Background: an optimization exercise with open tools, aiming at a short achievable clock period and few clock cycles. Do not read the settings as production practice. RTL that was checked went through simulation tests only; none was proved equivalent to the original. Power is estimated from default activity; no workload was simulated.

Setup of rev 12:
==> module rv_fetch, before the edit <==
module rv_fetch (
  input  logic          clk,
  input  logic          arst_n,
  input  logic          redirect,      
  input  rv_pkg::pc_t   redirect_pc,
  input  logic          redirect2,     
  input  rv_pkg::pc_t   redirect2_pc,
  input  logic          hold,          
  input  logic          halted,        
  input  logic          upd_en,        
  input  rv_pkg::pc_t   upd_pc,
  input  logic          upd_taken,
  output rv_pkg::word_t imem_addr,
  input  rv_pkg::word_t imem_data,
  output rv_pkg::pc_t   pc,
  output logic          pred,          
  output rv_pkg::pc_t   target
);
  rv_pkg::pc_t  pc_seq;
  rv_pkg::pc_t  pc_out;       
  logic [255:0] seen;
  logic [255:0] last;
  logic         is_branch;
  logic         same_regs;
  logic [2:0]   f3;
  logic         stat_pred;
  logic         dyn_seen;     
  logic         dyn_last;
  logic [1:0]   lk_seq;       
  logic [1:0]   lk_alt;
  logic [1:0]   lk_hold;
  logic         u_en;         
  rv_pkg::pc_t  u_pc;
  logic         u_taken;
  logic [255:0] seen_r;
  logic [255:0] last_r;
  rv_pkg::pc_t  pc_pred;      
  rv_pkg::pc_t  pc_nopred;    
  rv_pkg::pc_t  out_pred;
  rv_pkg::pc_t  out_nopred;
  logic [1:0]   dyn_pred;
  logic [1:0]   dyn_nopred;
  rv_pkg::pc_t  pc_redir;
  logic [1:0]   lk_redir;
  logic         any_redir;
  assign imem_addr = {22'b0, pc_out, 2'b00};
  assign pc_seq    = pc + 1'b1;
  assign target    = pc + {imem_data[29:25], imem_data[11:9]};
  assign is_branch = (imem_data[6:0] == rv_pkg::OPC_BRANCH);
  assign same_regs = (imem_data[19:15] == imem_data[24:20]);
  assign f3        = imem_data[14:12];
  always_comb
  begin
    if (imem_data[31])
      stat_pred = 1'b1;
    else if (same_regs)
      stat_pred = (f3 == 3'b000) || (f3[2] && f3[0]);
    else
      stat_pred = f3[0];
  end
  assign pred = is_branch && (dyn_seen ? dyn_last : stat_pred);
  assign pc_redir   = redirect ? redirect_pc : redirect2_pc;
  assign lk_redir   = redirect ? lk_alt : 2'b00;
  assign any_redir  = redirect || redirect2;
  assign pc_nopred  = any_redir ? pc_redir : (hold ? pc : pc_seq);
  assign out_nopred = halted ? pc_out : (any_redir ? pc_redir : (hold ? pc_out : pc_seq));
  assign out_pred   = halted ? pc_out : (any_redir ? pc_redir : (hold ? pc_out : target));
  assign pc_pred    = any_redir ? pc_redir : (hold ? pc : target);
  assign dyn_nopred = any_redir ? lk_redir : (hold ? lk_hold : lk_seq);
  assign dyn_pred   = any_redir ? lk_redir : (hold ? lk_hold : 2'b00);
  assign seen_r  = {seen[0], seen[255:1]};
  assign last_r  = {last[0], last[255:1]};
  assign lk_seq  = {seen_r[pc], last_r[pc]};
  assign lk_alt  = {seen[redirect_pc], last[redirect_pc]};
  assign lk_hold = {seen[pc], last[pc]};
  always_ff @(posedge clk or negedge arst_n)
  begin
    if (!arst_n)
    begin
      pc       <= '0;
      pc_out   <= '0;
      seen     <= '0;
      u_en     <= 1'b0;
      dyn_seen <= 1'b0;
    end
    else
    begin
      pc       <= pred ? pc_pred : pc_nopred;
      pc_out   <= pred ? out_pred : out_nopred;
      dyn_seen <= pred ? dyn_pred[1] : dyn_nopred[1];
      u_en <= upd_en;
      if (u_en)
        seen[u_pc] <= 1'b1;
    end
  end
  always_ff @(posedge clk)
  begin
    dyn_last <= pred ? dyn_pred[0] : dyn_nopred[0];
    u_pc    <= upd_pc;
    u_taken <= upd_taken;
    if (u_en)
      last[u_pc] <= u_taken;
  end
endmodule
Settings: LEC_CHECK=0, ABC_CLOCK_PERIOD_IN_PS=2500, CAP_MARGIN=40, CORE_MARGIN=2, CORE_UTILIZATION=40, SETUP_SLACK_MARGIN=5.0, SLEW_MARGIN=40, SYNTH_HIERARCHICAL=1, SYNTH_MINIMUM_KEEP_SIZE=0, TNS_END_PERCENT=100; clock period 8.0 ns.
run.sh (not shown) runs the stock make flow with config.mk's settings and CLKGATE_MAP_FILE= SYNTH_SCRIPT=/design/flow/synth_recipe.tcl, a recipe that flattens the netlist after the stock synthesis.
Rev 12 | stages: all done | timing, DRC, antenna: all pass
Testbench counts of rev 12, summed over its fixed seeds: cycles 42,332.
Changes in rev 13 relative to rev 12:
--- a/flow/design.v
+++ b/flow/design.v
@@ -242,27 +242,32 @@
   logic         stat_pred;
   logic         dyn_seen;     
   logic         dyn_last;
   logic [1:0]   lk_seq;       
   logic [1:0]   lk_alt;
   logic [1:0]   lk_hold;
-  logic         u_en;         
-  rv_pkg::pc_t  u_pc;
-  logic         u_taken;
   logic [255:0] seen_r;
   logic [255:0] last_r;
   rv_pkg::pc_t  pc_pred;      
   rv_pkg::pc_t  pc_nopred;    
   rv_pkg::pc_t  out_pred;
   rv_pkg::pc_t  out_nopred;
   logic [1:0]   dyn_pred;
   logic [1:0]   dyn_nopred;
   rv_pkg::pc_t  pc_redir;
   logic [1:0]   lk_redir;
   logic         any_redir;
   assign imem_addr = {22'b0, pc_out, 2'b00};
+  for (genvar b = 0; b < 8; b++)
+  begin : g_bank
+    rv_bht_bank #(.BANK (b)) i_bank (
+      .clk, .arst_n, .upd_en, .upd_pc, .upd_taken,
+      .seen (seen[32*b +: 32]),
+      .last (last[32*b +: 32])
+    );
+  end
   assign pc_seq    = pc + 1'b1;
   assign target    = pc + {imem_data[29:25], imem_data[11:9]};
   assign is_branch = (imem_data[6:0] == rv_pkg::OPC_BRANCH);
   assign same_regs = (imem_data[19:15] == imem_data[24:20]);
   assign f3        = imem_data[14:12];
   always_comb
@@ -292,33 +297,60 @@
   always_ff @(posedge clk or negedge arst_n)
   begin
     if (!arst_n)
     begin
       pc       <= '0;
       pc_out   <= '0;
-      seen     <= '0;
-      u_en     <= 1'b0;
       dyn_seen <= 1'b0;
     end
     else
     begin
       pc       <= pred ? pc_pred : pc_nopred;
       pc_out   <= pred ? out_pred : out_nopred;
       dyn_seen <= pred ? dyn_pred[1] : dyn_nopred[1];
-      u_en <= upd_en;
-      if (u_en)
-        seen[u_pc] <= 1'b1;
     end
   end
   always_ff @(posedge clk)
   begin
     dyn_last <= pred ? dyn_pred[0] : dyn_nopred[0];
-    u_pc    <= upd_pc;
+  end
+endmodule
+module rv_bht_bank #(
+  parameter int BANK = 0
+) (
+  input  logic        clk,
+  input  logic        arst_n,
+  input  logic        upd_en,
+  input  rv_pkg::pc_t upd_pc,
+  input  logic        upd_taken,
+  output logic [31:0] seen,
+  output logic [31:0] last
+);
+  logic       u_en;
+  logic [4:0] u_idx;
+  logic       u_taken;
+  always_ff @(posedge clk or negedge arst_n)
+  begin
+    if (!arst_n)
+    begin
+      u_en <= 1'b0;
+      seen <= '0;
+    end
+    else
+    begin
+      u_en <= upd_en && (upd_pc[7:5] == 3'(BANK));
+      if (u_en)
+        seen[u_idx] <= 1'b1;
+    end
+  end
+  always_ff @(posedge clk)
+  begin
+    u_idx   <= upd_pc[4:0];
     u_taken <= upd_taken;
     if (u_en)
-      last[u_pc] <= u_taken;
+      last[u_idx] <= u_taken;
   end
 endmodule
 `default_nettype wire
 `timescale 1ns/10ps
 `default_nettype none
 module rv_decode (
Notes after the runs:
- Power: rev 13 higher than rev 12
- Diff rev 12 -> rev 13: share of cell area taken by flip-flops and latches fell by 0.21 points, final cell count without fillers moved up, global-route usage over all layers lower.
- Of rev 12 and rev 13, the higher area growth from synthesis to final layout belongs to rev 12.
- Core footprint: higher on rev 13
- Slew at the pin closest to its max-slew limit: higher on rev 12
- Min overall via count from detail_route across rev 12 and rev 13: rev 12
- The start point of the critical path comes out i_fetch.pc[4] in one run and i_fetch.pc_out[4] in the other, namely in rev 13 and rev 12 respectively.
- Lower final instance area was reported by rev 12, not rev 13.
- Average wire per standard cell, rev 13 vs rev 12: down slightly
Function not checked in rev 13: the RTL went through the layout flow alone.

separate check: timing with driven ports:
No port has a modelled driver above. Below, the same layouts with a new extraction and two added sets of constraints. Step 1 (the two cells are an assumption about what drives the block):
set clk [get_ports {clk}]
set_driving_cell -lib_cell sky130_fd_sc_hd__clkbuf_16 $clk
set_driving_cell -lib_cell sky130_fd_sc_hd__buf_2 [delete_from_list [all_inputs] $clk]
Step 2 adds t to the input delays and takes it off the output delays; t is the mean of the earliest and latest rising clock arrival at the registers after step 1. Input paths then give back, and output paths get back, about the clock's delay inside the block. Three values: ideal ports, drivers, drivers and shift; two values: the first two.
| run | shift t [ns] | setup slack, ns | worst register clock-pin slew, ns |
|---|---|---|---|
| rev 12 | 1.014 | 4.829 / 4.713 / 3.772 | 0.07 / 0.07 |
| rev 13 | 1.014 | 4.707 / 4.616 / 3.602 | 0.07 / 0.07 |
After both steps setup and hold are still met in every run listed. For rev 13, which loses most, drivers alone change the setup slack by -0.091 ns; drivers and shift together by -1.105 ns.
